Background: an optimization exercise with open tools, aiming at small area, a short achievable clock period and few clock cycles. Do not read the settings as production practice. RTL that was checked went through simulation tests only; none was proved equivalent to the original. For runs 1 to 3 and 9, only the layout was checked, not whether the RTL still works. No activity file was given, so power comes from the tool's default toggle rates.

$ cat flow/run.sh
#!/bin/bash
# The standard ORFS layout, with the port buffers made of the smallest buffer
# cell instead of the one buffer_ports picks on its own.
set -uo pipefail
bash standard.sh "BUFFER_PORTS_ARGS=-buffer_cell sky130_fd_sc_hd__buf_1" finish > standard.log 2>&1
$ cat standard.sh
#!/bin/bash
# synth_recipe.tcl (not shown) runs the flow's synth.tcl, then flattens the netlist and writes it again
# the make line also repeats each setting of config.mk as NAME=value (left out here)
make -C /OpenROAD-flow-scripts/flow DESIGN_CONFIG=/design/flow/config.mk WORK_HOME=/design/flow/orfs CLKGATE_MAP_FILE= SYNTH_SCRIPT=/design/flow/synth_recipe.tcl "${@:-finish}"
$ cat config.mk
export PLATFORM = sky130hd
export DESIGN_NAME = data_feeder_top
export DESIGN_NICKNAME = data_feeder_top
export VERILOG_FILES = /design/flow/design.v
export SDC_FILE = /design/flow/constraint.sdc
export NUM_CORES = 4
export LEC_CHECK = 0
export CAP_MARGIN = 20
export CORE_AREA = 5 5 235 235
export DIE_AREA = 0 0 240 240
export SETUP_SLACK_MARGIN = 2.1
export SLEW_MARGIN = 20
$ cat constraint.sdc
create_clock -name core_clock -period 4.0 [get_ports {clk_i}]
set_input_delay 0.8000 -clock core_clock [delete_from_list [all_inputs] [get_ports {clk_i}]]
set_output_delay 0.8000 -clock core_clock [all_outputs]
set_load 0.01 [all_outputs]
$ cat design.v
`timescale 1ns/10ps
package feeder_pkg;
    typedef logic [15:0]  word_t;
    typedef logic [255:0] half_line_t;
    typedef logic [511:0] line_t;
    typedef logic [31:0]  dram_addr_t;
    typedef logic [14:0]  len_t;
    typedef logic [7:0]   cmd_t;
    localparam int LINE_BYTES     = 64;
    localparam int WORDS_PER_LINE = 32;
    localparam cmd_t CMD_WRITE_INPUT  = 8'd9;
    localparam cmd_t CMD_WRITE_WEIGHT = 8'd10;
    typedef enum logic [1:0] {
        REQ_IDLE,
        REQ_WAIT_FIFO,
        REQ_SEND
    } req_state_t;
    typedef enum logic [1:0] {
        FEED_IDLE,
        FEED_WAIT_DATA,
        FEED_ISSUE,
        FEED_POP
    } feed_state_t;
endpackage
`timescale 1ns/10ps
package mmio_map_pkg;
    typedef logic [31:0] bus_addr_t;
    typedef logic [31:0] bus_data_t;
    localparam bus_addr_t RD_ADDR_REG      = 32'hC400_2024;
    localparam bus_addr_t RD_LEN_REG       = 32'hC400_2028;
    localparam bus_addr_t RD_START_REG     = 32'hC400_2030;
    localparam bus_addr_t SRAM_IDX_CLR_REG = 32'hC400_2034;
    localparam bus_addr_t DATA_TYPE_REG    = 32'hC400_2038;
    localparam bus_addr_t BUSY_REG         = 32'hC400_0020;
endpackage
`timescale 1ns/10ps
module data_feeder_top (
    input  logic                    clk_i,
    input  logic                    rst_i,
    input  logic                    dev_strobe_i,
    input  mmio_map_pkg::bus_addr_t dev_addr_i,
    input  mmio_map_pkg::bus_data_t dev_wdata_i,
    output logic                    dev_ready_o,
    output mmio_map_pkg::bus_data_t dev_rdata_o,
    input  logic                    fifo_addr_full_i,
    output logic                    dram_addr_valid_o,
    output feeder_pkg::dram_addr_t  dram_addr_o,
    input  logic                    fifo_data_empty_i,
    input  feeder_pkg::half_line_t  dram_rdata_h_i,
    input  feeder_pkg::half_line_t  dram_rdata_l_i,
    output logic                    fifo_data_rd_en_o,
    output logic                    acc_cmd_valid_o,
    output feeder_pkg::cmd_t        acc_cmd_o,
    output feeder_pkg::word_t       acc_word_o,
    output feeder_pkg::len_t        acc_index_o
);
    logic wr_addr, wr_len, wr_start, wr_clr, wr_type;
    assign wr_addr  = dev_strobe_i && (dev_addr_i == mmio_map_pkg::RD_ADDR_REG);
    assign wr_len   = dev_strobe_i && (dev_addr_i == mmio_map_pkg::RD_LEN_REG);
    assign wr_start = dev_strobe_i && (dev_addr_i == mmio_map_pkg::RD_START_REG);
    assign wr_clr   = dev_strobe_i && (dev_addr_i == mmio_map_pkg::SRAM_IDX_CLR_REG);
    assign wr_type  = dev_strobe_i && (dev_addr_i == mmio_map_pkg::DATA_TYPE_REG);
    logic [31:1] addr_q;         
    logic [14:0] len_q;
    logic        type_q;
    logic        ntype_q;        
    logic        ready_q;
    logic        busy_q;
    logic        busy;
    always_ff @(posedge clk_i) begin
        if (wr_addr) addr_q <= dev_wdata_i[31:1];
    end
    always_ff @(posedge clk_i) begin
        if (rst_i) begin
            len_q   <= '0;
            type_q  <= 1'b0;
            ntype_q <= 1'b1;
        end else begin
            if (wr_len)  len_q  <= dev_wdata_i[14:0];
            if (wr_type) begin
                type_q  <= dev_wdata_i[0];
                ntype_q <= !dev_wdata_i[0];
            end
        end
    end
    always_ff @(posedge clk_i) begin
        ready_q <= dev_strobe_i;
        busy_q  <= busy;
    end
    assign dev_ready_o = ready_q;
    assign dev_rdata_o = {31'b0, busy_q};
    logic        req_go_q;       
    logic        req_first_q;    
    logic        req_more;       
    logic        req_vld_q;
    logic [5:1]  req_lo_q;       
    logic [25:0] req_line_q;     
    logic [9:0]  req_left_q;     
    logic        req_plus_q;     
    logic        req_minus_q;    
    logic        req_rest;       
    logic [4:0]  gen, prop;      
    logic        carry5;         
    logic        sum_zero;       
    logic [2:0]  outst_q;        
    logic        pop_q;          
    logic        req_take;
    logic        idle_q;         
    assign gen  = addr_q[5:1] & len_q[4:0];
    assign prop = addr_q[5:1] | len_q[4:0];
    assign carry5   = gen[4] | (prop[4] & gen[3]) | (&prop[4:3] & gen[2]) |
                      (&prop[4:2] & gen[1]) | (&prop[4:1] & gen[0]);
    assign sum_zero = !(addr_q[1] ^ len_q[0]) &&
                      ((addr_q[5:2] ^ len_q[4:1]) == prop[3:0]);
    assign req_rest  = req_plus_q || (req_left_q != {9'b0, req_minus_q});
    assign req_more  = req_first_q || (req_go_q && req_rest);
    assign req_take  = req_more && !fifo_addr_full_i && ((outst_q + 3'(req_vld_q)) < 3'd4);
    always_ff @(posedge clk_i) begin
        if (rst_i) begin
            req_go_q    <= 1'b0;
            req_first_q <= 1'b0;
            req_vld_q   <= 1'b0;
            outst_q     <= '0;
        end else begin
            if (wr_start) begin
                req_go_q    <= 1'b1;
                req_first_q <= fifo_addr_full_i;
                req_vld_q   <= !fifo_addr_full_i;
            end else begin
                if (!req_first_q && !req_rest) req_go_q <= 1'b0;
                if (req_take) req_first_q <= 1'b0;
                req_vld_q <= req_take;
            end
            outst_q <= outst_q + 3'(req_vld_q) - 3'(pop_q);
        end
    end
    always_ff @(posedge clk_i) begin
        if (!req_go_q) begin
            req_left_q  <= len_q[14:5];
            req_plus_q  <= carry5 && !sum_zero;
            req_minus_q <= (addr_q[5:1] == 5'd0) && (len_q[4:0] == 5'd0);
        end else if (req_take && !req_first_q) begin
            if (req_plus_q) begin
                req_plus_q <= 1'b0;
            end else begin
                req_left_q <= req_left_q - 10'd1;
            end
        end
    end
    always_ff @(posedge clk_i) begin
        idle_q <= !busy && !wr_start;
    end
    always_ff @(posedge clk_i) begin
        if (idle_q) begin
            req_line_q  <= addr_q[31:6];
            req_lo_q    <= addr_q[5:1];
        end else if (req_vld_q) begin
            req_line_q  <= req_line_q + 26'd1;
            req_lo_q    <= '0;
        end
    end
    assign dram_addr_valid_o = req_vld_q;
    assign dram_addr_o       = {req_line_q, req_lo_q, 1'b0};
    logic [3:0]  sel_hi_q;
    logic [7:0]  sel_lo_q;
    logic [3:0]  sel_hi_nx;      
    logic [7:0]  sel_lo_nx;
    logic [4:0]  cnt_q;
    logic        known_q;        
    logic        popdue_q;       
    logic        last_line;
    logic        line_last;
    logic        ll_take;
    logic        take;
    logic        cmd_vld_q;
    logic [15:0] quarter [4];
    logic [15:0] word_sel;
    logic [15:0] word_q;
    logic [14:0] idx_q;
    logic [15:0] words [32];
    always_comb begin
        for (int p = 0; p < 8; p++) begin
            words[2*p]      = dram_rdata_l_i[224-32*p +: 16];
            words[2*p+1]    = dram_rdata_l_i[240-32*p +: 16];
            words[16+2*p]   = dram_rdata_h_i[224-32*p +: 16];
            words[16+2*p+1] = dram_rdata_h_i[240-32*p +: 16];
        end
    end
    always_comb begin
        for (int g = 0; g < 4; g++) begin
            quarter[g] = '0;
            for (int k = 0; k < 8; k++) begin
                quarter[g] = quarter[g] | (words[8*g+k] & {16{sel_lo_q[k]}});
            end
        end
        word_sel = '0;
        for (int g = 0; g < 4; g++) begin
            word_sel = word_sel | (quarter[g] & {16{sel_hi_q[g]}});
        end
    end
    assign sel_lo_nx = {sel_lo_q[6:0], sel_lo_q[7]};
    assign sel_hi_nx = sel_lo_q[7] ? {sel_hi_q[2:0], sel_hi_q[3]} : sel_hi_q;
    assign last_line = !req_more && !req_vld_q && (outst_q == 3'd1);
    assign line_last = (sel_hi_q[3] && sel_lo_q[7]) || (last_line && (cnt_q == 5'd1));
    assign ll_take   = (sel_hi_q[3] && sel_lo_q[6]) || (last_line && (cnt_q == 5'd2));
    assign take      = !popdue_q && !fifo_data_empty_i;
    assign busy      = req_more || req_vld_q || (outst_q != '0) || popdue_q;
    always_ff @(posedge clk_i) begin
        if (rst_i) begin
            known_q   <= 1'b0;
            popdue_q  <= 1'b0;
            pop_q     <= 1'b0;
            cmd_vld_q <= 1'b0;
        end else begin
            known_q   <= !fifo_data_empty_i && !pop_q;
            popdue_q  <= take && line_last && !known_q;
            pop_q     <= take && !pop_q && ((line_last && !known_q) || ll_take);
            cmd_vld_q <= take;
        end
    end
    always_ff @(posedge clk_i) begin
        if (idle_q) begin
            sel_hi_q <= 4'b0001 << addr_q[5:4];
            sel_lo_q <= 8'b0000_0001 << addr_q[3:1];
            cnt_q    <= len_q[4:0];
        end else if (take) begin
            sel_hi_q <= sel_hi_nx;
            sel_lo_q <= sel_lo_nx;
            cnt_q    <= cnt_q - 5'd1;
        end
    end
    always_ff @(posedge clk_i) begin
        word_q <= word_sel;
    end
    always_ff @(posedge clk_i) begin
        if (rst_i || wr_clr) begin
            idx_q <= '0;
        end else if (cmd_vld_q) begin
            idx_q <= idx_q + 15'd1;
        end
    end
    assign fifo_data_rd_en_o = pop_q;
    assign acc_cmd_valid_o   = cmd_vld_q;
    assign acc_cmd_o         = {4'b0000, 1'b1, 1'b0, type_q, ntype_q};
    assign acc_word_o        = word_q;
    assign acc_index_o       = idx_q;
endmodule
==> results.toml, run 1 <==
[critical_path]
crit_chain = "xnor2_2 -> and4_4 -> or4_4 -> o31ai_4 -> buf_4 -> buf_12"
end_kind = "flip-flop"
criticalPathCategory = "reg2reg"
worstRegToRegCells = 6
arrival_ps = 2290
worst_setup_path_start_kind = "flip-flop"
cp.required_ps = 4190
slowest_delay_ps = 530
crit_fanout = 5
crit_slowest_cell = "or4_4"

[synth]
syn_area_per_cell_um2 = 9.26
yosysSeqAreaShare = 0.397
synth_common_cells = "a22oi_1, edfxtp_1, nand4_1, clkbuf_1, dfxtp_1"
synth_most_common_cell = "a22oi_1"
synth_cells = 1075
synth_ff_type = "edfxtp_1"
synth_edf_count = 91
async_reset_ff_frac = 0
netlist_area_um2 = 9950
ys_types = 59
synth-seq-cells = 152
synth_top_area_share = 0.275
synthTopCellsByArea = "edfxtp_1, a22oi_1, dfxtp_1"
synth_largest_area_cell = "edfxtp_1"
yosysWarnings = 3

[clocking]
numCtsBuffers = 17
clk_pin_slew_worst_paths_ps = 70
clk_path_buf_depth = 2
cts_tree = "done"
cts.sinks = 152
root_buffer = "clkbuf_16"
htreeDepth = 4
clk_latency_ps = 480

[floorplan]
die_x_um = 240
start_util = 0.190
die_h_um = 240
ios = 688
dieArea_um2 = 57600
core-area_um2 = 52400
row_count = 84

[sta]
rsz0062_at_grt = "yes"
period_share = 0.524
relSlewSlack = 0.391
tightest_slew_ps = 909
setup_ws_ps = 1910
slew_violations = 0
max_freq_mhz = 477
setup_tns_ps = 0
finalSetupViolations = 0
hold_violations = 0
clock-skew-final_ps = 21.8
finalCriticalPeriod_ps = 2090

[placement]
dp_hpwl_um = 57900
gp_congestion = 0.991
io_buffer_count = 649
place_ws_ps = 981
place_area_um2 = 13100

[hold_path]
hold_class = "in2reg"
min_path_cells = 1

[layout]
nets = 2397
seqCellArea_um2 = 3970
syn_to_final_growth_pct = 56.9
final_cell_area_um2 = 15600
multiInputGateArea_um2 = 5850
drive_above_1_share = 0.180
fill_cells = 5613
fin_util = 0.298

[job]
drv_cap = 0

[route]
routedWlPerCell_um = 31.6
vias = 13200
drcViolationCount = 0
ant_nets = 0
first_iter_violations = 1177
dr.pass1.iters = 5
routed_wl_um = 79400
vias_per_cell = 5.27

[power]
p_leak_nw = 5.34
power.density_nw_per_um2 = 303
ir_worst_vdd_mv = 0.285

[grt]
overflow = 0
grt_max_degree = 69
antenna_found_initial = 50
first_global_vias = 12200
grt.total_usage = 0.234
grt_pass1_wl_um = 93000

[run_status]
status = "timing/DRC/antenna clean"
==> cell type report <==
cell class                      instances  share of cell area
Tap cell                              688              0.0551
Clock inverter                         13             0.00833
Timing Repair Buffer                  799               0.269
Clock buffer                           19              0.0291
Multi-Input combinational cell        799               0.375
Inverter                               27             0.00657
Antenna cell                           15             0.00240
Sequential cell                       152               0.254
==> logic make-up after synthesis <==
| logic type | share of synthesized area |
|---|---|
| AOI/OAI and AO/OA | 0.298 |
| and+or+nand+nor | 0.151 |
| buffers and inverters | 0.0792 |
| DFF | 0.397 |
| xor gates and xnor gates | 0.0387 |
| adders and majority gates | 0.0251 |
| muxes | 0.00956 |
| other | 0.000755 |
==> final timing paths <==
check | from | end | slack, ps
hold reg to reg | len_q[6] | len_q[6] | 480
hold / removal | dev_strobe_i | ready_q | 420
setup / recovery | req_minus_q | req_left_q[6] | 1910
setup reg to reg | req_minus_q | req_left_q[6] | 1910
==> worst max-delay path, delay by kind of cell, from the launching register on <==
kind | cells | cell delay, ps
xor gates and xnor gates | 1 | 170
buffers and inverters | 2 | 260
and+or+nand+nor | 2 | 720
DFF | 1 | 460
AOI/OAI and AO/OA | 1 | 210
==> sequential cells by signal, indices dropped and copies added, names as in the netlist, 3 cells and up <==
register and cells:
addr_q 31, req_line_q 26, word_q 16, idx_q 15, len_q 15, req_left_q 10
sel_lo_q 8, cnt_q 5, req_lo_q 5, sel_hi_q 4, outst_q 3
==> where the power goes <==
part | switching, W | total, W | internal (W) | leakage (nW)
registers | 0.0000601 | 0.00180 | 0.00174 | 1.46
clock network | 0.000829 | 0.00169 | 0.000863 | 0.291
logic | 0.000757 | 0.00124 | 0.000480 | 3.59
==> routing by layer <==
| layer | wire (um) | part of all wire | track usage |
|---|---|---|---|
| met1 | 30000 | 0.38 | 0.276 |
| met2 | 35800 | 0.45 | 0.365 |
| met3 | 10800 | 0.14 | 0.124 |
| met4 | 2580 | 0.032 | 0.0789 |
| met5 | 261 | 0.0033 | 0 |
==> what timing repair did <==
item,CTS,global route
pin swaps,24,38
hold endpoints to repair,0,0
hold buffers,0,0
gates cloned,3,16
setup endpoints to repair,164,118
gates resized for setup,98,85
setup buffers,56,51
==> cells in the final DEF, fill, tap and decap left out, types with 12 or more instances in the layout <==
cell type,synthesis,layout
conb_1,2,38
nand2_1,58,58
dfxtp_1,61,47
clkbuf_16,0,30
edfxtp_1,91,91
buf_2,6,18
a41oi_1,22,19
nand3_1,20,19
buf_6,2,26
a22oi_2,0,40
diode_2,0,15
o21ai_0,17,16
a21oi_1,54,48
buf_4,43,98
xor2_1,32,31
buf_12,0,12
nor2_1,46,46
o31ai_1,24,18
dfxtp_2,0,13
buf_1,20,614
inv_1,25,25
ha_1,20,18
nand4_1,73,73
a22oi_1,266,226
==> stage by stage <==
step | hold slack (ps) | total power [W] | std cells
2_1_floorplan | 444 | 0.00227 | 1111
3_3_place_gp | 465 | 0.00281 | 2339
3_5_place_dp | 462 | 0.00283 | 2339
4_1_cts | 406 | 0.00463 | 2430
5_1_grt | 392 | 0.00491 | 2503
6_report | 424 | 0.00473 | 2512
==> inputs of run 2 (changes only) <==
==> flow/run.sh (replaced) <==
#!/bin/bash
# The standard ORFS layout, with two changes to how it is made:
#  - the port buffers are the smallest buffer cell instead of the one
#    buffer_ports picks on its own;
#  - pins may sit one routing track apart, so that the die can be small.
set -uo pipefail
bash standard.sh \
  "BUFFER_PORTS_ARGS=-buffer_cell sky130_fd_sc_hd__buf_1" \
  "PLACE_PINS_ARGS=-min_distance 1 -min_distance_in_tracks" \
  finish > standard.log 2>&1
--- a/config.mk
+++ b/config.mk
@@ -6,7 +6,7 @@
 export NUM_CORES = 4
 export LEC_CHECK = 0
 export CAP_MARGIN = 20
-export CORE_AREA = 5 5 235 235
-export DIE_AREA = 0 0 240 240
-export SETUP_SLACK_MARGIN = 2.1
+export CORE_AREA = 4 4 156 156
+export DIE_AREA = 0 0 160 160
+export SETUP_SLACK_MARGIN = 1.8
 export SLEW_MARGIN = 20
==> results.toml, run 2 <==
[route]
routed_wl_um = 51800
vias_per_cell = 6.29
drcViolationCount = 0
dr.pass1.iters = 10
first_iter_violations = 2084
vias = 12600
routedWlPerCell_um = 25.9
ant_nets = 0

[synth]
synth_top_area_share = 0.275
yosysSeqAreaShare = 0.397
synth_cells = 1075
synth-seq-cells = 152
yosysWarnings = 3
synth_largest_area_cell = "edfxtp_1"
ys_types = 59
synthTopCellsByArea = "edfxtp_1, a22oi_1, dfxtp_1"
synth_most_common_cell = "a22oi_1"
synth_common_cells = "a22oi_1, edfxtp_1, nand4_1, clkbuf_1, dfxtp_1"
synth_edf_count = 91
synth_ff_type = "edfxtp_1"
netlist_area_um2 = 9950
async_reset_ff_frac = 0
syn_area_per_cell_um2 = 9.26

[sta]
hold_violations = 0
finalSetupViolations = 0
tightest_slew_ps = 931
setup_tns_ps = 0
period_share = 0.526
setup_ws_ps = 1890
holdWs_ps = 470
slew_violations = 0
max_freq_mhz = 475
finalCriticalPeriod_ps = 2110
clock-skew-final_ps = 13.0
rsz0062_at_grt = "no"
relSlewSlack = 0.380

[layout]
final_cell_mix = "buf_1, a22oi_1, edfxtp_1"
largest_reg_flops = 31
stdcell_count = 1998
layout_commonest_cell = "buf_1"
drive_above_1_share = 0.0486
final_cell_area_um2 = 13200
reg_top3 = "addr_q x31, req_line_q x26, word_q x16"
nets = 2274
top_register = "addr_q"
syn_to_final_growth_pct = 33.1

[grt]
overflow = 0
first_global_vias = 11600
grt_pass1_wl_um = 74100
antenna_found_initial = 26
grt.total_usage = 0.378
grt_max_degree = 60

[clocking]
clk_pin_slew_worst_paths_ps = 70
root_buffer = "clkbuf_16"
cts.sinks = 152
postCtsHoldBufs = 0
clk_path_buf_depth = 2
cts_tree = "done"
htreeDepth = 4
clk_latency_ps = 430
numCtsBuffers = 17

[placement]
place_area_um2 = 12500
gp_congestion = 1.13
io_buffer_count = 649
dp_hpwl_um = 39400
place_ws_ps = 1480
dp_cells = 1937

[floorplan]
die_x_um = 160
dieArea_um2 = 25600
start_util = 0.438
ios = 688
core-area_um2 = 22700
row_count = 55
die_h_um = 160

[critical_path]
worst_setup_path_start_kind = "flip-flop"
criticalPathCategory = "reg2reg"
cp.required_ps = 4310
reg2reg_slack_ps = 1890
arrival_ps = 2420
end_kind = "flip-flop"
crit_fanout = 39

[power]
swShare = 0.306
p_sw_w = 0.00134
power.density_nw_per_um2 = 331
clkPwrFrac = 0.382
intPower_w = 0.00304
ir_worst_vdd_mv = 0.290
p_comb_frac = 0.199
p_seq_frac = 0.419
p_leak_nw = 4.36

[run_status]
status = "timing/DRC/antenna clean"

[hold_path]
hold_class = "reg2reg"

[job]
drv_cap = 0
==> run 2: cell counts after synthesis <==
Identical to the previous run, type by type.
==> run 2: per-layer routing <==
| metal | up-vias | global-route usage | wire length [um] |
|---|---|---|---|
| met5 | - | 0.0152 | 79 |
| met3 | 294 | 0.168 | 6480 |
| met1 | 5851 | 0.448 | 18800 |
| met2 | 973 | 0.541 | 22200 |
| li1 | 5446 | - | - |
| met4 | 12 | 0.275 | 4150 |
==> run 2: cell families after synthesis <==
group | Yosys count | share of synthesized area
adders and majority gates | 20 | 0.0251
xor gates and xnor gates | 44 | 0.0387
and+or+nand+nor | 271 | 0.151
other | 2 | 0.000755
muxes | 9 | 0.00956
AOI/OAI and AO/OA | 416 | 0.298
DFF | 152 | 0.397
buffers and inverters | 161 | 0.0792
==> run 2: worst paths after layout <==
kind / start / to / cells past startpoint
worst max-delay path: sel_lo_q[4] / word_q[11] / 5
worst max register to register: sel_lo_q[4] / word_q[11] / 5
worst min-delay path: len_q[12] / len_q[12] / 2
worst min register to register: len_q[12] / len_q[12] / 2
==> run 2: what timing repair did <==
action	4_1_cts	5_1_grt
gates resized for setup	0	7
setup buffers	2	0
setup endpoints to repair	10	25
pin swaps	1	1
cloned	0	0
hold endpoints to repair	0	0
==> run 2: area by class of cell <==
cell class	count	area [um2]
diodes	27	67.6
clock buffers	20	479
clock inverters	12	133
fillers	2151	9470
inverters	27	101
multi-input cells	798	5450
flip-flops and latches	152	3950
well taps	285	357
repair buffers	677	2700
==> run 2: critical path: stages (launching register included) <==
cell and delay [ps]:
edfxtp_1 730, buf_12 340, a22oi_1 270, nand4_1 280, a22oi_1 260, nand2_1 80
==> run 2: through the flow <==
step	util	total power [W]
2_1_floorplan	-	0.00226
3_3_place_gp	0.551	0.00269
3_5_place_dp	0.551	0.00270
4_1_cts	0.579	0.00436
5_1_grt	0.582	0.00454
6_report	0.583	0.00438
==> run 2: power groups by stage <==
stage	combinational [W]	clock (W)	sequential, W
floorplan	0.000410	0	0.00185
global placement	0.000830	0	0.00186
detailed placement	0.000832	0	0.00187
CTS	0.000836	0.00169	0.00183
global route	0.000939	0.00176	0.00185
finish	0.000872	0.00167	0.00184
==> inputs of run 3 (changes only) <==
--- a/config.mk
+++ b/config.mk
@@ -7,6 +7,8 @@
 export LEC_CHECK = 0
 export CAP_MARGIN = 20
 export CORE_AREA = 4 4 156 156
+export CTS_BUF_LIST = sky130_fd_sc_hd__clkbuf_8
+export CTS_CLUSTER_SIZE = 30
 export DIE_AREA = 0 0 160 160
 export SETUP_SLACK_MARGIN = 1.8
 export SLEW_MARGIN = 20
==> results.toml, run 3 <==
[synth]
synth_edf_count = 91
synth_common_cells = "a22oi_1, edfxtp_1, nand4_1, clkbuf_1, dfxtp_1"
synth_most_common_cell = "a22oi_1"
synth-seq-cells = 152
async_reset_ff_frac = 0
synth_ff_type = "edfxtp_1"
synthTopCellsByArea = "edfxtp_1, a22oi_1, dfxtp_1"
yosysWarnings = 3
synth_top_area_share = 0.275
synth_largest_area_cell = "edfxtp_1"
netlist_area_um2 = 9950
synth_cells = 1075
syn_area_per_cell_um2 = 9.26
ys_types = 59
yosysSeqAreaShare = 0.397

[layout]
largest_reg_flops = 31
top_register = "addr_q"
syn_to_final_growth_pct = 31.4
stdcell_count = 2003
final_cell_mix = "buf_1, a22oi_1, edfxtp_1"
reg_top3 = "addr_q x31, req_line_q x26, word_q x16"
seqCellArea_um2 = 3950
fill_cells = 2176
multiInputGateArea_um2 = 5450
layout_commonest_cell = "buf_1"
drive_above_1_share = 0.0486
nets = 2274

[floorplan]
core-area_um2 = 22700
ios = 688
dieArea_um2 = 25600
die_h_um = 160
die_x_um = 160
start_util = 0.438
row_count = 55

[sta]
tightest_slew_ps = 948
relSlewSlack = 0.368
max_freq_mhz = 470
slew_violations = 0
period_share = 0.532
rsz0062_at_grt = "no"
setup_tns_ps = 0
holdWs_ps = 473
clock-skew-final_ps = 18.0
finalSetupViolations = 0
finalCriticalPeriod_ps = 2130
hold_violations = 0

[clocking]
htreeDepth = 4
root_buffer = "clkbuf_8"
numCtsBuffers = 17
cts.sinks = 152
clk_latency_ps = 450
clk_pin_slew_worst_paths_ps = 90
cts_tree = "done"
clk_path_buf_depth = 2

[placement]
dp_cells = 1937
io_buffer_count = 649
gp_congestion = 1.13
dp_hpwl_um = 39400

[hold_path]
worstHoldStart = "dev_strobe_i"
hold_class = "in2reg"

[job]
drv_cap = 0

[critical_path]
crit_fanout = 59
r2r-start = "sel_lo_q[3]"
worst_setup_path_start_kind = "flip-flop"
end_kind = "flip-flop"
critical_path.startpoint = "sel_lo_q[3]"
criticalPathCategory = "reg2reg"
arrival_ps = 2510
cp.required_ps = 4380

[grt]
grt.total_usage = 0.376
overflow = 0
first_global_vias = 11600
antenna_found_initial = 30
grt_max_degree = 60
grt_pass1_wl_um = 73500

[run_status]
status = "timing/DRC/antenna clean"

[route]
first_iter_violations = 2012
routed_wl_um = 51300
ant_nets = 0
vias = 12500
vias_per_cell = 6.24
routedWlPerCell_um = 25.6
dr.pass1.iters = 16
drcViolationCount = 0

[power]
p_leak_nw = 4.28
power.density_nw_per_um2 = 305
ir_worst_vdd_mv = 0.222
-- run 3: cell count changes in the layout (fill, tap and decap cells not counted), sizes merged --
cell	delta
diode	+5
bufinv	+2
inv	+1
clkbuf	-3
-- run 3: cell families after synthesis --
logic type,Yosys count,synth area share
simple gates,271,0.151
fa+ha+maj,20,0.0251
buf+inv,161,0.0792
xor+xnor,44,0.0387
compound gates,416,0.298
mux,9,0.00956
other cells,2,0.000755
flops,152,0.397
-- run 3: final timing paths --
path	to	slack [ps]	cells after the start
min	ready_q	470	1
max	word_q[12]	1870	5
max reg2reg	word_q[12]	1870	5
min reg2reg	len_q[12]	470	2
-- run 3: metrics by stage --
| step | area, um2 | total power (W) | setup WS (ps) | utilization |
|---|---|---|---|---|
| finish | 13100 | 0.00399 | 1870 | 0.576 |
| global route | 13000 | 0.00416 | 1810 | 0.574 |
| CTS | 13000 | 0.00398 | 1800 | 0.571 |
| detailed placement | 12500 | 0.00270 | 1480 | 0.551 |
| global placement | 12500 | 0.00269 | 1510 | 0.551 |
| floorplan | 10200 | 0.00226 | 1200 | - |
-- run 3: where the power goes --
| group | switching (W) | internal [W] | total, W |
|---|---|---|---|
| sequential | 0.0000909 | 0.00174 | 0.00183 |
| combinational | 0.000527 | 0.000341 | 0.000867 |
| clock | 0.000652 | 0.000635 | 0.00129 |
| total | 0.00127 | 0.00272 | 0.00399 |
-- run 3: layout make-up --
| cell class | instances | area share |
|---|---|---|
| clock inverter | 15 | 0.0150 |
| tap | 285 | 0.0273 |
| clock buffer | 17 | 0.0179 |
| multi-input combinational | 798 | 0.417 |
| sequential | 152 | 0.302 |
| antenna | 32 | 0.00612 |
| inverter | 27 | 0.00775 |
| timing repair buffer | 677 | 0.207 |
-- run 3: layer usage --
layer	global-route usage	vias up	routed length, um
met5	0.00947	-	69
met3	0.150	294	6160
met2	0.533	938	22000
met4	0.289	12	4270
li1	-	5459	-
met1	0.454	5799	18800
-- run 3: critical path, stage by stage (launching register included) --
cell and delay, ps:
edfxtp_1 560, buf_4 660, a22oi_1 210, nand4_1 300, a22oi_1 140, nand2_1 140
-- run 3: repair_timing --
item                       4_1_cts  5_1_grt
resized for setup                0        7
setup buffers                    1        1
hold buffers                     0        0
pin swaps                        1        1
setup endpoints to repair       10       28
==> inputs of run 4 (changes only) <==
--- a/design.v
+++ b/design.v
@@ -98,7 +98,9 @@
     logic [9:0]  req_left_q;     
     logic        req_plus_q;     
     logic        req_minus_q;    
-    logic        req_rest;       
+    logic        req_rest_q;     
+    logic        plus_new;
+    logic        minus_new;
     logic [4:0]  gen, prop;      
     logic        carry5;         
     logic        sum_zero;       
@@ -112,8 +114,9 @@
                       (&prop[4:2] & gen[1]) | (&prop[4:1] & gen[0]);
     assign sum_zero = !(addr_q[1] ^ len_q[0]) &&
                       ((addr_q[5:2] ^ len_q[4:1]) == prop[3:0]);
-    assign req_rest  = req_plus_q || (req_left_q != {9'b0, req_minus_q});
-    assign req_more  = req_first_q || (req_go_q && req_rest);
+    assign plus_new  = carry5 && !sum_zero;
+    assign minus_new = (addr_q[5:1] == 5'd0) && (len_q[4:0] == 5'd0);
+    assign req_more  = req_first_q || (req_go_q && req_rest_q);
     assign req_take  = req_more && !fifo_addr_full_i && ((outst_q + 3'(req_vld_q)) < 3'd4);
     always_ff @(posedge clk_i) begin
         if (rst_i) begin
@@ -127,7 +130,7 @@
                 req_first_q <= fifo_addr_full_i;
                 req_vld_q   <= !fifo_addr_full_i;
             end else begin
-                if (!req_first_q && !req_rest) req_go_q <= 1'b0;
+                if (!req_first_q && !req_rest_q) req_go_q <= 1'b0;
                 if (req_take) req_first_q <= 1'b0;
                 req_vld_q <= req_take;
             end
@@ -137,13 +140,16 @@
     always_ff @(posedge clk_i) begin
         if (!req_go_q) begin
             req_left_q  <= len_q[14:5];
-            req_plus_q  <= carry5 && !sum_zero;
-            req_minus_q <= (addr_q[5:1] == 5'd0) && (len_q[4:0] == 5'd0);
+            req_plus_q  <= plus_new;
+            req_minus_q <= minus_new;
+            req_rest_q  <= plus_new || (len_q[14:5] != {9'b0, minus_new});
         end else if (req_take && !req_first_q) begin
             if (req_plus_q) begin
                 req_plus_q <= 1'b0;
+                req_rest_q <= req_left_q != {9'b0, req_minus_q};
             end else begin
                 req_left_q <= req_left_q - 10'd1;
+                req_rest_q <= req_left_q != (req_minus_q ? 10'd2 : 10'd1);
             end
         end
     end
--- a/config.mk
+++ b/config.mk
@@ -7,8 +7,6 @@
 export LEC_CHECK = 0
 export CAP_MARGIN = 20
 export CORE_AREA = 4 4 156 156
-export CTS_BUF_LIST = sky130_fd_sc_hd__clkbuf_8
-export CTS_CLUSTER_SIZE = 30
 export DIE_AREA = 0 0 160 160
 export SETUP_SLACK_MARGIN = 1.8
 export SLEW_MARGIN = 20
==> results.toml, run 4 <==
[sta]
period_share = 0.533
finalSetupViolations = 0
tightest_slew_ps = 897
clock-skew-final_ps = 8.88
hold_violations = 0
rsz0062_at_grt = "no"
relSlewSlack = 0.401
slew_violations = 0
max_freq_mhz = 469
setup_tns_ps = 0
finalCriticalPeriod_ps = 2130

[placement]
gp_congestion = 1.10
dp_hpwl_um = 39000
io_buffer_count = 649
place_area_um2 = 12400

[job]
drv_cap = 0

[layout]
final_cell_area_um2 = 13100
layout_commonest_cell = "buf_1"
syn_to_final_growth_pct = 33.2
reg_top3 = "addr_q x31, req_line_q x26, word_q x16"
top_register = "addr_q"
nets = 2268
drive_above_1_share = 0.0465
final_cell_mix = "buf_1, a22oi_1, edfxtp_1"
fill_cells = 2215
largest_reg_flops = 31

[grt]
grt.total_usage = 0.362
grt_pass1_wl_um = 70600
overflow = 0
grt_max_degree = 77
antenna_found_initial = 25
first_global_vias = 11200

[clocking]
htreeDepth = 4
cts_tree = "done"
clk_pin_slew_worst_paths_ps = 70
root_buffer = "clkbuf_16"
clk_latency_ps = 430
postCtsHoldBufs = 0
numCtsBuffers = 17
clk_path_buf_depth = 2
cts.sinks = 153

[synth]
async_reset_ff_frac = 0
synth_most_common_cell = "a22oi_1"
ys_types = 52
synth_edf_count = 92
syn_area_per_cell_um2 = 9.28
synth-seq-cells = 153
synth_common_cells = "a22oi_1, edfxtp_1, nand2_1, nor2_1, dfxtp_1"
synth_cells = 1060
synth_top_area_share = 0.281
netlist_area_um2 = 9840
synth_ff_type = "edfxtp_1"
synth_largest_area_cell = "edfxtp_1"
yosysSeqAreaShare = 0.405
yosysWarnings = 3
synthTopCellsByArea = "edfxtp_1, a22oi_1, dfxtp_1"

[floorplan]
core-area_um2 = 22700
die_h_um = 160
row_count = 55
start_util = 0.433
ios = 688
die_x_um = 160
dieArea_um2 = 25600

[power]
p_seq_frac = 0.421
p_leak_nw = 4.35
power.density_nw_per_um2 = 333
ir_worst_vdd_mv = 0.294
clkPwrFrac = 0.375
p_sw_w = 0.00136
swShare = 0.312
p_comb_frac = 0.204
intPower_w = 0.00300

[route]
vias_per_cell = 6.01
routedWlPerCell_um = 25.1
first_iter_violations = 1698
routed_wl_um = 50000
vias = 12000
dr.pass1.iters = 7
ant_nets = 0
drcViolationCount = 0

[critical_path]
cp.required_ps = 4180
worst_setup_path_start_kind = "flip-flop"
end_kind = "flip-flop"
crit_fanout = 7
arrival_ps = 2310
criticalPathCategory = "reg2reg"

[hold_path]
hold_class = "reg2reg"

[run_status]
status = "timing/DRC/antenna clean"
-- run 4: what timing repair did --
item | CTS | global route
setup buffers | 1 | 0
setup endpoints to repair | 18 | 45
pin swaps | 0 | 0
gates resized for setup | 1 | 3
endpoints found under the hold margin | 0 | 0
cloned | 0 | 0
-- run 4: final cells by class --
type / count / area [um2] / area share
Antenna cell: 28 / 70.1 / 0.00535
Tap cell: 285 / 357 / 0.0272
Clock inverter: 15 / 176 / 0.0135
Inverter: 36 / 135 / 0.0103
Sequential cell: 153 / 3990 / 0.304
Timing Repair Buffer: 673 / 2660 / 0.203
Multi-Input combinational cell: 785 / 5290 / 0.404
Clock buffer: 17 / 425 / 0.0325
-- run 4: kinds of logic (layout without fill, tap and decap cells) --
family / after synthesis / count (layout) / share of synthesized area
XOR/XNOR: 56 / 56 / 0.0499
buffers and inverters: 158 / 741 / 0.0768
flip-flops: 153 / 153 / 0.405
multiplexers: 26 / 26 / 0.0272
AND/OR/NAND/NOR: 259 / 259 / 0.136
AO/OA/AOI/OAI: 385 / 385 / 0.278
other: 2 / 66 / 0.000763
adder cells (fa/ha/maj): 21 / 21 / 0.0267
-- run 4: critical path, cell delays in order, from the launching register on --
cell	delay [ps]
edfxtp_1	460
and4_1	270
nand3_1	270
nor4_1	490
xor2_1	120
mux2_2	270
-- run 4: metrics by stage --
step / util / hold slack (ps) / power (W) / instances / worst slack (ps)
2_1_floorplan: - / 422 / 0.00228 / 1096 / 1550
3_3_place_gp: 0.545 / 446 / 0.00271 / 1929 / 1410
3_5_place_dp: 0.545 / 449 / 0.00272 / 1929 / 1370
4_1_cts: 0.572 / 459 / 0.00435 / 1962 / 1810
5_1_grt: 0.576 / 487 / 0.00453 / 1982 / 1800
6_report: 0.577 / 454 / 0.00436 / 1992 / 1870
-- run 4: final timing paths --
check / depth (start not counted) / from / end / slack [ps]
worst max-delay path: 5 / req_line_q[6] / req_line_q[25] / 1870
worst min-delay path: 1 / known_q / popdue_q / 450
worst max register to register: 5 / req_line_q[6] / req_line_q[25] / 1870
worst min register to register: 1 / known_q / popdue_q / 450
-- run 4: power by group through the flow --
| stage | Clock, W | Combinational [W] | Sequential, W |
|---|---|---|---|
| floorplan | 0 | 0.000410 | 0.00187 |
| global placement | 0 | 0.000839 | 0.00187 |
| detailed placement | 0 | 0.000845 | 0.00188 |
| CTS | 0.00166 | 0.000853 | 0.00184 |
| global route | 0.00173 | 0.000955 | 0.00185 |
| finish | 0.00164 | 0.000889 | 0.00184 |
-- run 4: layer usage --
layer,track usage,part of all wire,vias to the layer above
met2,0.558,0.45,914
met4,0.226,0.065,8
met1,0.414,0.36,5502
li1,-,-,5314
met5,0.0341,0.00088,-
met3,0.150,0.12,231
Testbench counts of run 4, summed over its fixed seeds: cycles 132,330.
==> inputs of run 5 (changes only) <==
--- a/config.mk
+++ b/config.mk
@@ -8,5 +8,5 @@
 export CAP_MARGIN = 20
 export CORE_AREA = 4 4 156 156
 export DIE_AREA = 0 0 160 160
-export SETUP_SLACK_MARGIN = 1.8
+export SETUP_SLACK_MARGIN = 1.95
 export SLEW_MARGIN = 20
==> results.toml, run 5 <==
[floorplan]
die_h_um = 160
die_x_um = 160
core-area_um2 = 22700
start_util = 0.433
ios = 688
dieArea_um2 = 25600
row_count = 55

[route]
ant_nets = 0
vias_per_cell = 6.05
wl_met2_um = 22000
routedWlPerCell_um = 24.8
wl_met1_um = 18300
first_iter_violations = 1626
routed_wl_um = 49300
dr.pass1.iters = 9
drcViolationCount = 0
vias = 12000
wl_met3_um = 5540
highest_layer = "met5"

[sta]
max_freq_mhz = 494
holdWs_ps = 457
rsz0062_at_grt = "yes"
hold_violations = 0
period_share = 0.506
tightest_slew_ps = 901
setup_tns_ps = 0
slew_violations = 0
finalCriticalPeriod_ps = 2030
finalSetupViolations = 0
clock-skew-final_ps = 9.51
relSlewSlack = 0.399
setup_ws_ps = 1970

[placement]
place_ws_ps = 1340
io_buffer_count = 649
dp_hpwl_um = 37600
gp_congestion = 1.08
place_area_um2 = 12400

[hold_path]
hold_end = "popdue_q"
min_path_cells = 1
hold_class = "reg2reg"
worstHoldStart = "known_q"

[critical_path]
end_kind = "flip-flop"
slowest_delay_ps = 740
r2r-start = "sel_lo_q[1]"
crit_family = "flip-flops"
path_buf_inv = 1
criticalPathCategory = "reg2reg"
worstRegToRegCells = 5
worst_setup_path_start_kind = "flip-flop"
critical_path.startpoint = "sel_lo_q[1]"
arrival_ps = 2340
r2r-end = "word_q[15]"
crit_fanout = 31
reg2reg_slack_ps = 1970
cp.required_ps = 4310
crit_slowest_cell = "edfxtp_1"
crit_chain = "buf_12 -> a22oi_1 -> nand4_1 -> a21oi_1 -> nand2_1"

[run_status]
status = "timing/DRC/antenna clean"

[synth]
synth_edf_count = 92
synthTopCellsByArea = "edfxtp_1, a22oi_1, dfxtp_1"
synth_largest_area_cell = "edfxtp_1"
synth_cells = 1060
syn_area_per_cell_um2 = 9.28
synth_common_cells = "a22oi_1, edfxtp_1, nand2_1, nor2_1, dfxtp_1"
synth-seq-cells = 153
yosysWarnings = 3
synth_most_common_cell = "a22oi_1"
yosysSeqAreaShare = 0.405
synth_top_area_share = 0.281
synth_ff_type = "edfxtp_1"
netlist_area_um2 = 9840
async_reset_ff_frac = 0
ys_types = 52

[power]
swShare = 0.318
p_sw_w = 0.00137
p_leak_nw = 4.42
p_comb_frac = 0.202
intPower_w = 0.00295
clkPwrFrac = 0.371
p_seq_frac = 0.427
finalPower_w = 0.00432
ir_worst_vdd_mv = 0.316
power.density_nw_per_um2 = 325

[layout]
nets = 2272
largest_reg_flops = 31
final_cell_area_um2 = 13300
top_register = "addr_q"
syn_to_final_growth_pct = 35.2
layout_commonest_cell = "buf_1"
final_cell_mix = "buf_1, a22oi_1, edfxtp_1"
reg_top3 = "addr_q x31, req_line_q x26, word_q x16"
drive_above_1_share = 0.0618

[clocking]
htreeDepth = 4
root_buffer = "clkbuf_16"
cts.sinks = 153
clk_path_buf_depth = 2
postCtsHoldBufs = 0
cts_tree = "done"
clk_latency_ps = 430
numCtsBuffers = 17
clk_pin_slew_worst_paths_ps = 70

[grt]
first_global_vias = 11100
grt.total_usage = 0.358
overflow = 0
antenna_found_initial = 26
grt_pass1_wl_um = 70300
grt_max_degree = 65

[job]
drv_cap = 0
==> run 5: metrics by stage <==
| stage | cells | utilization |
|---|---|---|
| floorplan | 1096 | - |
| finish | 1990 | 0.586 |
| global route | 1988 | 0.586 |
| global placement | 1928 | 0.545 |
| CTS | 1963 | 0.573 |
| detailed placement | 1928 | 0.545 |
==> run 5: logic make-up after synthesis <==
logic type,synth area share
multiplexers,0.0272
buffers and inverters,0.0768
XOR/XNOR,0.0499
adder cells (fa/ha/maj),0.0267
other,0.000763
AO/OA/AOI/OAI,0.278
AND/OR/NAND/NOR,0.136
flip-flops,0.405
==> run 5: how the worst max path moves through the flow <==
stage | to | slack (ps) | cells past startpoint
floorplan | addr_q[10] | 1550 | 5
finish | word_q[15] | 1970 | 5
detailed placement | addr_q[22] | 1340 | 7
global placement | addr_q[18] | 1370 | 7
global route | req_line_q[22] | 1910 | 6
CTS | addr_q[28] | 1960 | 7
==> run 5: final cells by class <==
| cell class | instances | area [um2] |
|---|---|---|
| antenna | 22 | 55.1 |
| clock buffer | 17 | 425 |
| clock inverter | 15 | 175 |
| fill | 2162 | 9410 |
| inverter | 36 | 135 |
| multi-input combinational | 785 | 5410 |
| sequential | 153 | 3990 |
| tap | 285 | 357 |
| timing repair buffer | 677 | 2760 |
==> run 5: timing repair <==
action / CTS / global route
resized for setup: 6 / 31
setup endpoints to repair: 47 / 87
buffers inserted: 3 / 2
hold endpoints to repair: 0 / 0
pin swaps: 1 / 7
gates cloned: 0 / 3
==> run 5: metal layers <==
| metal | vias up | GRT usage |
|---|---|---|
| met4 | 12 | 0.241 |
| met3 | 255 | 0.140 |
| met5 | - | 0.00947 |
| met2 | 889 | 0.532 |
| met1 | 5578 | 0.426 |
| li1 | 5310 | - |
==> run 5: power by group through the flow <==
stage | registers (W) | logic, W | clock network (W)
6_report | 0.00184 | 0.000873 | 0.00160
5_1_grt | 0.00185 | 0.000943 | 0.00169
4_1_cts | 0.00184 | 0.000844 | 0.00163
3_5_place_dp | 0.00188 | 0.000834 | 0
3_3_place_gp | 0.00188 | 0.000831 | 0
2_1_floorplan | 0.00187 | 0.000411 | 0
==> inputs of run 6 (changes only) <==
--- a/config.mk
+++ b/config.mk
@@ -7,6 +7,7 @@
 export LEC_CHECK = 0
 export CAP_MARGIN = 20
 export CORE_AREA = 4 4 156 156
+export CTS_BUF_LIST = sky130_fd_sc_hd__clkbuf_8
 export DIE_AREA = 0 0 160 160
-export SETUP_SLACK_MARGIN = 1.95
+export SETUP_SLACK_MARGIN = 2.05
 export SLEW_MARGIN = 20
==> results.toml, run 6 <==
[run_status]
status = "timing/DRC/antenna clean"

[synth]
netlist_area_um2 = 9840
ys_types = 52
synth-seq-cells = 153
yosysSeqAreaShare = 0.405
synthMuxAreaShare = 0.0272
yosys.area_share.simple = 0.136
synth_most_common_cell = "a22oi_1"
synth_ff_type = "edfxtp_1"
synthTopCellsByArea = "edfxtp_1, a22oi_1, dfxtp_1"
synth_cells = 1060
yosysWarnings = 3
synth_compound_area_frac = 0.278
synth_top_area_share = 0.281
syn_area_per_cell_um2 = 9.28
synth_top_family_by_area = "compound AO/OA/AOI/OAI gates"
synth_largest_area_cell = "edfxtp_1"
synthXorXnorAreaFrac = 0.0499
synth_fa_ha_area_frac = 0.0267
synth_edf_count = 92
synth_common_cells = "a22oi_1, edfxtp_1, nand2_1, nor2_1, dfxtp_1"
async_reset_ff_frac = 0

[clocking]
root_buffer = "clkbuf_8"
htreeDepth = 4
cts_tree = "done"
cts.sinks = 153
numCtsBuffers = 17
clk_path_buf_depth = 2
clk_latency_ps = 470
clk_pin_slew_worst_paths_ps = 100

[sta]
slew_violations = 0
relSlewSlack = 0.478
finalSetupViolations = 0
setup_tns_ps = 0
clock-skew-final_ps = 24.5
max_freq_mhz = 511
period_share = 0.489
rsz0062_at_grt = "yes"
finalCriticalPeriod_ps = 1960
tightest_slew_ps = 783
hold_violations = 0

[critical_path]
reg2reg_slack_ps = 2050
end_kind = "flip-flop"
worstRegToRegCells = 6
cp.required_ps = 4380
crit_fanout = 4
criticalPathCategory = "in2reg"
r2r-start = "req_line_q[0]"
critical_path.startpoint = "dev_addr_i[12]"
worst_setup_path_start_kind = "input pin"
arrival_ps = 2330

[route]
routed_wl_um = 50800
routedWlPerCell_um = 25.0
vias = 12300
drcViolationCount = 0
ant_nets = 0
dr.pass1.iters = 7
vias_per_cell = 6.05
first_iter_violations = 1686

[floorplan]
dieArea_um2 = 25600
core-area_um2 = 22700
die_h_um = 160
row_count = 55
die_x_um = 160
start_util = 0.433
ios = 688

[grt]
first_global_vias = 11600
grt_pass1_wl_um = 72200
grt_max_degree = 53
antenna_found_initial = 21
overflow = 0
grt.total_usage = 0.367

[power]
power.density_nw_per_um2 = 297
ir_worst_vdd_mv = 0.223
p_leak_nw = 4.60

[layout]
fin_util = 0.595
fill_cells = 2183
seqCellArea_um2 = 3990
reg_top3 = "addr_q x31, req_line_q x26, word_q x16"
largest_reg_flops = 31
top_register = "addr_q"
layout_commonest_cell = "buf_1"
syn_to_final_growth_pct = 37.3
nets = 2316
multiInputGateArea_um2 = 5500
final_cell_mix = "buf_1, a22oi_1, edfxtp_1"
drive_above_1_share = 0.0979

[placement]
dp_hpwl_um = 38700
gp_congestion = 1.09
io_buffer_count = 649

[hold_path]
hold_class = "in2reg"
worstHoldStart = "dev_strobe_i"
min_path_cells = 1

[job]
drv_cap = 0
## run 6: cell counts after synthesis
No cell type changed its count.
## run 6: per-layer routing
metal / wire length (um) / vias up / track usage / share of wire
met1: 18100 / 5643 / 0.423 / 0.36
met2: 22300 / 939 / 0.547 / 0.44
met4: 3660 / 18 / 0.235 / 0.072
met3: 6540 / 295 / 0.171 / 0.13
li1: - / 5391 / - / -
met5: 118 / - / 0.0303 / 0.0023
## run 6: metrics by stage
| step | worst slack (ps) | hold slack, ps | cells | total power [W] | area (um2) |
|---|---|---|---|---|---|
| after global routing | 1930 | 429 | 2024 | 0.00419 | 13500 |
| after detailed placement | 1070 | 469 | 1932 | 0.00272 | 12400 |
| after CTS | 2030 | 419 | 1979 | 0.00396 | 13100 |
| final | 2040 | 459 | 2030 | 0.00402 | 13500 |
| after floorplan | 1550 | 422 | 1096 | 0.00228 | 10100 |
| after global placement | 1140 | 450 | 1932 | 0.00272 | 12400 |
## run 6: path summary, 6_finish.rpt
kind,endpoint
worst max-delay path,req_vld_q
worst min-delay path,ready_q
worst max register to register,req_line_q[23]
worst min register to register,cmd_vld_q
## run 6: final cells by class
| class | count | share of cell area |
|---|---|---|
| well taps | 285 | 0.0264 |
| diodes | 18 | 0.00333 |
| inverters | 36 | 0.0100 |
| flip-flops and latches | 153 | 0.295 |
| clock inverters | 15 | 0.0145 |
| repair buffers | 720 | 0.226 |
| clock buffers | 17 | 0.0173 |
| multi-input cells | 786 | 0.407 |
## run 6: worst max-delay path: stages
cell and delay, ps:
buf_1 100, nor4b_4 330, nand4_4 160, buf_6 170, or4_1 550, a211oi_1 230
## run 6: where the power goes
part	total, W	switching (W)	internal (W)
combinational	0.000962	0.000579	0.000384
sequential	0.00182	0.0000650	0.00176
clock	0.00123	0.000742	0.000489
total	0.00402	0.00139	0.00263
## run 6: logic make-up (layout without fill, tap and decap cells)
family,count (synthesis),in the layout
other,2,56
xor gates and xnor gates,56,56
buffers and inverters,158,788
AOI/OAI and AO/OA,385,385
DFF,153,153
adders and majority gates,21,21
and+or+nand+nor,259,260
muxes,26,26
## run 6: timing repair
action | CTS | global route
buffers inserted | 14 | 32
gates resized for setup | 20 | 40
pin swaps | 3 | 13
setup endpoints to repair | 69 | 106
hold buffers | 0 | 0
gates cloned | 1 | 1
==> inputs of run 7 (changes only) <==
--- a/config.mk
+++ b/config.mk
@@ -9,5 +9,5 @@
 export CORE_AREA = 4 4 156 156
 export CTS_BUF_LIST = sky130_fd_sc_hd__clkbuf_8
 export DIE_AREA = 0 0 160 160
-export SETUP_SLACK_MARGIN = 2.05
+export SETUP_SLACK_MARGIN = 1.95
 export SLEW_MARGIN = 20
==> results.toml, run 7 <==
[sta]
relSlewSlack = 0.389
tightest_slew_ps = 917
hold_violations = 0
finalSetupViolations = 0
period_share = 0.503
slew_violations = 0
clock-skew-final_ps = 11.6
setup_tns_ps = 0
finalCriticalPeriod_ps = 2010
rsz0062_at_grt = "yes"
max_freq_mhz = 497

[synth]
synth_cells = 1060
synth_edf_count = 92
async_reset_ff_frac = 0
synthXorXnorAreaFrac = 0.0499
yosys.area_share.simple = 0.136
synth_top_family_by_area = "compound AO/OA/AOI/OAI gates"
synth_most_common_cell = "a22oi_1"
synth_fa_ha_area_frac = 0.0267
synthMuxAreaShare = 0.0272
synth_compound_area_frac = 0.278
synth-seq-cells = 153
yosysWarnings = 3
yosysSeqAreaShare = 0.405
syn_area_per_cell_um2 = 9.28
ys_types = 52
synth_top_area_share = 0.281
synthTopCellsByArea = "edfxtp_1, a22oi_1, dfxtp_1"
synth_ff_type = "edfxtp_1"
synth_common_cells = "a22oi_1, edfxtp_1, nand2_1, nor2_1, dfxtp_1"
synth_largest_area_cell = "edfxtp_1"
netlist_area_um2 = 9840

[layout]
nets = 2271
syn_to_final_growth_pct = 32.0
top_register = "addr_q"
final_cell_mix = "buf_1, a22oi_1, edfxtp_1"
drive_above_1_share = 0.0553
fin_util = 0.572
largest_reg_flops = 31
reg_top3 = "addr_q x31, req_line_q x26, word_q x16"
layout_commonest_cell = "buf_1"

[placement]
gp_congestion = 1.08
io_buffer_count = 649
dp_hpwl_um = 37600

[hold_path]
min_path_cells = 1
hold_class = "in2reg"

[critical_path]
criticalPathCategory = "reg2reg"
arrival_ps = 2360
worst-path-stages = 5
worst_setup_path_start_kind = "flip-flop"
crit_fanout = 31
path_buf_inv = 1
end_kind = "flip-flop"
slowest_delay_ps = 750
crit_family = "flip-flops"
crit_chain = "buf_12 -> a22oi_1 -> nand4_1 -> a21oi_1 -> nand2_1"
cp.required_ps = 4350
crit_slowest_cell = "edfxtp_1"
worstRegToRegCells = 5

[power]
p_leak_nw = 4.29
p_comb_frac = 0.225
swShare = 0.339
clkPwrFrac = 0.305
p_sw_w = 0.00133
intPower_w = 0.00258
p_seq_frac = 0.470
ir_worst_vdd_mv = 0.231
power.density_nw_per_um2 = 301

[grt]
grt_max_degree = 65
overflow = 0
antenna_found_initial = 27
first_global_vias = 11100
grt.total_usage = 0.357
grt_pass1_wl_um = 70200

[clocking]
htreeDepth = 4
cts_tree = "done"
root_buffer = "clkbuf_8"
clk_latency_ps = 460
clk_path_buf_depth = 2
numCtsBuffers = 17
clk_pin_slew_worst_paths_ps = 100
cts.sinks = 153

[route]
vias = 11900
ant_nets = 0
vias_per_cell = 5.98
routed_wl_um = 48800
dr.pass1.iters = 7
routedWlPerCell_um = 24.5
first_iter_violations = 1671
drcViolationCount = 0

[floorplan]
core-area_um2 = 22700
ios = 688
dieArea_um2 = 25600
die_h_um = 160
row_count = 55
start_util = 0.433
die_x_um = 160

[job]
drv_cap = 0

[run_status]
status = "timing/DRC/antenna clean"
[run 7: cells by family (layout without fill, tap and decap cells)]
logic type,after synthesis,after routing
multiplexers,26,26
other,2,60
AO/OA/AOI/OAI,385,385
flip-flops,153,153
buffers and inverters,158,744
AND/OR/NAND/NOR,259,259
XOR/XNOR,56,56
adder cells (fa/ha/maj),21,21
[run 7: per-stage QoR]
stage	setup slack (ps)	power [W]	hold WS, ps	cell area, um2	instances
detailed placement	1340	0.00271	442	12400	1928
global placement	1370	0.00271	435	12400	1928
finish	1990	0.00391	453	13000	1989
CTS	1970	0.00389	428	12800	1962
floorplan	1550	0.00228	422	10000	1096
global route	1900	0.00408	433	13000	1988
[run 7: metal layers]
| metal | global-route usage | up-vias | routed length, um |
|---|---|---|---|
| li1 | - | 5302 | - |
| met5 | 0.0189 | - | 91 |
| met3 | 0.148 | 248 | 5520 |
| met2 | 0.531 | 853 | 21700 |
| met4 | 0.235 | 12 | 3330 |
| met1 | 0.420 | 5488 | 18100 |
[run 7: power groups by stage]
stage | Clock (W) | Sequential (W) | Combinational (W)
6_report | 0.00119 | 0.00184 | 0.000878
3_5_place_dp | 0 | 0.00188 | 0.000834
3_3_place_gp | 0 | 0.00188 | 0.000831
5_1_grt | 0.00128 | 0.00185 | 0.000949
2_1_floorplan | 0 | 0.00187 | 0.000411
4_1_cts | 0.00121 | 0.00184 | 0.000844
[run 7: cell type report]
| class | instances | area (um2) |
|---|---|---|
| timing repair buffer | 676 | 2690 |
| clock buffer | 17 | 234 |
| tap | 285 | 357 |
| multi-input combinational | 785 | 5360 |
| fill | 2198 | 9730 |
| sequential | 153 | 3990 |
| inverter | 36 | 135 |
| antenna | 22 | 55.1 |
| clock inverter | 15 | 175 |
[run 7: path summary, 6_finish.rpt]
path	from	end	slack, ps
hold / removal	dev_strobe_i	ready_q	450
hold reg to reg	known_q	popdue_q	460
setup reg to reg	sel_lo_q[1]	word_q[15]	1990
setup / recovery	sel_lo_q[1]	word_q[15]	1990
[run 7: what timing repair did]
item,CTS,global route
hold buffers,0,0
buffers inserted,2,5
pin swaps,0,1
resized for setup,6,15
endpoints found under the setup margin,47,85
==> inputs of run 8 (changes only) <==
--- a/config.mk
+++ b/config.mk
@@ -6,8 +6,8 @@
 export NUM_CORES = 4
 export LEC_CHECK = 0
 export CAP_MARGIN = 20
-export CORE_AREA = 4 4 156 156
+export CORE_AREA = 4 4 146 146
 export CTS_BUF_LIST = sky130_fd_sc_hd__clkbuf_8
-export DIE_AREA = 0 0 160 160
-export SETUP_SLACK_MARGIN = 1.95
+export DIE_AREA = 0 0 150 150
+export SETUP_SLACK_MARGIN = 2.0
 export SLEW_MARGIN = 20
==> results.toml, run 8 <==
[run_status]
status = "did not finish"
lastStage = "global routing"
error = "[ERROR GRT-0116] Global routing finished with congestion. Check the congestion regions in the DRC Viewer."

[grt]
overflow = 1
first_global_vias = 11600
grt.total_usage = 0.421
grt_max_degree = 67
grt_pass1_wl_um = 69800

[floorplan]
die_x_um = 150
start_util = 0.501
row_count = 51
die_h_um = 150
ios = 688

[synth]
syn_area_per_cell_um2 = 9.28
yosysSeqAreaShare = 0.405
synth_largest_area_cell = "edfxtp_1"
synth_most_common_cell = "a22oi_1"
synth_cells = 1060
async_reset_ff_frac = 0
synth-seq-cells = 153
synth_common_cells = "a22oi_1, edfxtp_1, nand2_1, nor2_1, dfxtp_1"
synth_ff_type = "edfxtp_1"
netlist_area_um2 = 9840
ys_types = 52
synthTopCellsByArea = "edfxtp_1, a22oi_1, dfxtp_1"
yosysWarnings = 3
synth_edf_count = 92
synth_top_area_share = 0.281

[clocking]
cts.sinks = 153
clk_path_buf_depth = 2
htreeDepth = 4
numCtsBuffers = 17
root_buffer = "clkbuf_8"

[placement]
io_buffer_count = 649
gp_congestion = 1.08
dp_hpwl_um = 38600
## run 8: worst max path at each step
stage | depth (start not counted) | end | startpoint | slack, ps
3_5_place_dp | 7 | addr_q[18] | dev_addr_i[23] | 1330
2_1_floorplan | 5 | addr_q[10] | dev_addr_i[29] | 1550
4_1_cts | 6 | req_line_q[22] | req_line_q[0] | 1970
3_3_place_gp | 7 | addr_q[20] | dev_addr_i[9] | 1370
## run 8: kinds of logic after synthesis
family | after synthesis | share of synthesized area
multiplexers | 26 | 0.0272
flip-flops | 153 | 0.405
other | 2 | 0.000763
AO/OA/AOI/OAI | 385 | 0.278
adder cells (fa/ha/maj) | 21 | 0.0267
XOR/XNOR | 56 | 0.0499
buffers and inverters | 158 | 0.0768
AND/OR/NAND/NOR | 259 | 0.136
## run 8: repair_timing
action	4_1_cts
buffers inserted	1
hold buffers	0
gates resized for setup	16
endpoints found under the setup margin	98
## run 8: layer usage
metal	overflow	global-route usage
met3	0	0.230
met2	1	0.602
met5	0	0.0477
met1	0	0.466
met4	0	0.310
## run 8: power by group through the flow
stage	Sequential (W)	Clock (W)	Combinational, W
global placement	0.00188	0	0.000821
floorplan	0.00187	0	0.000412
CTS	0.00185	0.00115	0.000837
detailed placement	0.00188	0	0.000828
## run 8: metrics by stage
| stage | power (W) | worst slack, ps | instance area, um2 | hold WS [ps] | instances |
|---|---|---|---|---|---|
| CTS | 0.00383 | 1970 | 12800 | 419 | 1937 |
| detailed placement | 0.00271 | 1330 | 12300 | 455 | 1904 |
| global placement | 0.00270 | 1370 | 12300 | 441 | 1904 |
| floorplan | 0.00228 | 1550 | 10000 | 422 | 1096 |
==> inputs of run 9 (changes only) <==
--- a/design.v
+++ b/design.v
@@ -63,7 +63,6 @@
     logic [31:1] addr_q;         
     logic [14:0] len_q;
     logic        type_q;
-    logic        ntype_q;        
     logic        ready_q;
     logic        busy_q;
     logic        busy;
@@ -74,13 +73,9 @@
         if (rst_i) begin
             len_q   <= '0;
             type_q  <= 1'b0;
-            ntype_q <= 1'b1;
         end else begin
             if (wr_len)  len_q  <= dev_wdata_i[14:0];
-            if (wr_type) begin
-                type_q  <= dev_wdata_i[0];
-                ntype_q <= !dev_wdata_i[0];
-            end
+            if (wr_type) type_q <= dev_wdata_i[0];
         end
     end
     always_ff @(posedge clk_i) begin
@@ -247,7 +242,7 @@
     end
     assign fifo_data_rd_en_o = pop_q;
     assign acc_cmd_valid_o   = cmd_vld_q;
-    assign acc_cmd_o         = {4'b0000, 1'b1, 1'b0, type_q, ntype_q};
+    assign acc_cmd_o         = {4'b0000, 1'b1, 1'b0, type_q, !type_q};
     assign acc_word_o        = word_q;
     assign acc_index_o       = idx_q;
 endmodule
--- a/config.mk
+++ b/config.mk
@@ -6,8 +6,8 @@
 export NUM_CORES = 4
 export LEC_CHECK = 0
 export CAP_MARGIN = 20
-export CORE_AREA = 4 4 146 146
+export CORE_AREA = 4 4 156 156
 export CTS_BUF_LIST = sky130_fd_sc_hd__clkbuf_8
-export DIE_AREA = 0 0 150 150
-export SETUP_SLACK_MARGIN = 2.0
+export DIE_AREA = 0 0 160 160
+export SETUP_SLACK_MARGIN = 1.95
 export SLEW_MARGIN = 20
==> results.toml, run 9 <==
[route]
dr.pass1.iters = 9
routedWlPerCell_um = 25.5
vias_per_cell = 6.14
ant_nets = 0
vias = 12100
first_iter_violations = 1998
drcViolationCount = 0
routed_wl_um = 50100

[layout]
final_cell_mix = "buf_1, a22oi_1, edfxtp_1"
stdcell_count = 1965
top_register = "addr_q"
drive_above_1_share = 0.0761
layout_commonest_cell = "buf_1"
syn_to_final_growth_pct = 34.7
reg_top3 = "addr_q x31, req_line_q x26, word_q x16"
nets = 2244
largest_reg_flops = 31

[sta]
finalCriticalPeriod_ps = 2040
max_freq_mhz = 490
tightest_slew_ps = 860
holdWs_ps = 458
clock-skew-final_ps = 16.0
setup_ws_ps = 1960
rsz0062_at_grt = "yes"
setup_tns_ps = 0
slew_violations = 0
hold_violations = 0
finalSetupViolations = 0
period_share = 0.511
relSlewSlack = 0.427

[critical_path]
worstRegToRegCells = 6
end_kind = "output port"
criticalPathCategory = "reg2out"
arrival_ps = 1240
cp.required_ps = 3200
worst_setup_path_start_kind = "flip-flop"
crit_fanout = 4
reg2reg_slack_ps = 1970
r2r-end = "req_left_q[7]"
r2r-start = "req_vld_q"

[run_status]
status = "timing/DRC/antenna clean"

[placement]
dp_cells = 1880
gp_congestion = 1.08
io_buffer_count = 649
place_ws_ps = 1220
dp_hpwl_um = 38500

[synth]
synth_cells = 1014
synthTopCellsByArea = "edfxtp_1, a22oi_1, dfxtp_1"
async_reset_ff_frac = 0
yosysSeqAreaShare = 0.404
synth_largest_area_cell = "edfxtp_1"
syn_area_per_cell_um2 = 9.67
netlist_area_um2 = 9800
synth_ff_type = "edfxtp_1"
yosysWarnings = 3
synth_common_cells = "a22oi_1, edfxtp_1, nor2_1, dfxtp_1, clkbuf_1"
synth_most_common_cell = "a22oi_1"
synth-seq-cells = 152
synth_top_area_share = 0.282
ys_types = 54
synth_edf_count = 92

[grt]
grt_max_degree = 51
overflow = 0
grt.total_usage = 0.362
first_global_vias = 11100
antenna_found_initial = 22
grt_pass1_wl_um = 70500

[floorplan]
start_util = 0.432
core-area_um2 = 22700
row_count = 55
die_h_um = 160
die_x_um = 160
dieArea_um2 = 25600
ios = 688

[clocking]
clk_pin_slew_worst_paths_ps = 90
clk_latency_ps = 460
cts.sinks = 152
numCtsBuffers = 17
clk_path_buf_depth = 2
htreeDepth = 4
cts_tree = "done"
root_buffer = "clkbuf_8"
postCtsHoldBufs = 0

[power]
p_leak_nw = 4.32
power.density_nw_per_um2 = 292
ir_worst_vdd_mv = 0.209

[hold_path]
min_path_cells = 1
hold_end = "popdue_q"
hold_class = "reg2reg"
worstHoldStart = "known_q"

[job]
drv_cap = 0
-- run 9: cell count changes after synthesis, moves of 3 or more --
cell      change
o21ai_0       -5
a2111o_1     +16
nand4_1      -12
a41oi_1      +17
nand3_1       -4
nand2_1      -23
a21oi_1      -31
nor4_1        -3
nor3_1       -10
-- run 9: logic make-up (layout without fill, tap and decap cells) --
group	Yosys count	count (layout)	share of synthesized area
adder cells (fa/ha/maj)	21	21	0.0268
AO/OA/AOI/OAI	382	382	0.294
XOR/XNOR	57	57	0.0509
buffers and inverters	157	762	0.0771
flip-flops	152	152	0.404
AND/OR/NAND/NOR	215	215	0.117
other	2	63	0.000766
multiplexers	28	28	0.0296
-- run 9: how the worst max path moves through the flow --
stage	start	end	slack, ps	cells after the start
6_report	req_line_q[2]	dram_addr_o[8]	1960	2
3_3_place_gp	dev_addr_i[29]	addr_q[18]	1240	6
5_1_grt	req_line_q[0]	req_line_q[16]	1870	6
2_1_floorplan	dev_addr_i[29]	addr_q[10]	1360	4
3_5_place_dp	dev_addr_i[23]	addr_q[21]	1220	6
4_1_cts	req_vld_q	req_left_q[5]	1960	6
-- run 9: metal layers --
| metal | track usage | wire (um) |
|---|---|---|
| met1 | 0.435 | 18800 |
| met2 | 0.526 | 21900 |
| met4 | 0.248 | 3600 |
| met5 | 0.0208 | 40 |
| met3 | 0.148 | 5780 |
-- run 9: critical path: stages (launching register included) --
cell      delay, ps
edfxtp_1        490
buf_4           180
buf_1           120
-- run 9: area by class of cell --
class	count	area (um2)
timing repair buffer	693	2900
fill	2142	9500
clock buffer	18	248
inverter	37	140
clock inverter	14	113
sequential	152	3970
antenna	25	62.6
tap	285	357
multi-input combinational	741	5410
-- run 9: power breakdown --
| group | switching (W) | leakage [nW] | internal (W) | total, W |
|---|---|---|---|---|
| Sequential | 0.0000744 | 1.46 | 0.00175 | 0.00182 |
| Combinational | 0.000549 | 2.68 | 0.000371 | 0.000921 |
| Clock | 0.000650 | 0.181 | 0.000460 | 0.00111 |
| Total | 0.00127 | 4.32 | 0.00258 | 0.00385 |
-- run 9: what timing repair did --
action / CTS / global route
setup endpoints to repair: 80 / 63
pin swaps: 4 / 2
gates resized for setup: 9 / 21
cloned: 0 / 1
buffers inserted: 15 / 12
-- run 9: through the flow --
stage / total power, W / cell area [um2] / utilization
3_3_place_gp: 0.00270 / 12400 / 0.545
2_1_floorplan: 0.00227 / 10000 / -
5_1_grt: 0.00401 / 13200 / 0.581
4_1_cts: 0.00382 / 12900 / 0.569
6_report: 0.00385 / 13200 / 0.582
3_5_place_dp: 0.00271 / 12400 / 0.545

==> static timing again, ports no longer ideal <==
The flow's constraints put no driver on any port. The routed layouts listed below were extracted and timed again, unchanged, in two steps. Step 1 sets driving cells, clkbuf_16 on the clock port and buf_2 on the other inputs (assumed; they add their load-dependent delay and slew). Step 2 also shifts input and output timing later by t, the mid clock arrival at the registers, as if the neighbouring blocks saw the same clock. Slacks: ideal / step 1 / step 2; pairs: ideal / step 1.
run	shift t [ns]	setup WS [ns]	worst setup path at the end	pins driven straight from the clock port
run 1	0.527	1.905 / 1.905 / 1.551	input to register	1
run 2	0.474	1.894 / 1.894 / 1.490	input to register	1
run 3	0.482	1.872 / 1.872 / 1.490	input to register	1
run 4	0.468	1.869 / 1.869 / 1.453	input to register	1
run 5	0.474	1.974 / 1.974 / 1.567	input to register	1
run 6	0.502	2.044 / 2.002 / 1.563	input to register	1
run 7	0.494	1.989 / 1.970 / 1.546	input to register	1
run 9	0.501	1.958 / 1.912 / 1.561	input to register	1
After both steps setup and hold are still met in every run listed. The setup slack of run 6, which loses most, moves by -0.042 ns with the drivers and by -0.481 ns with both steps.
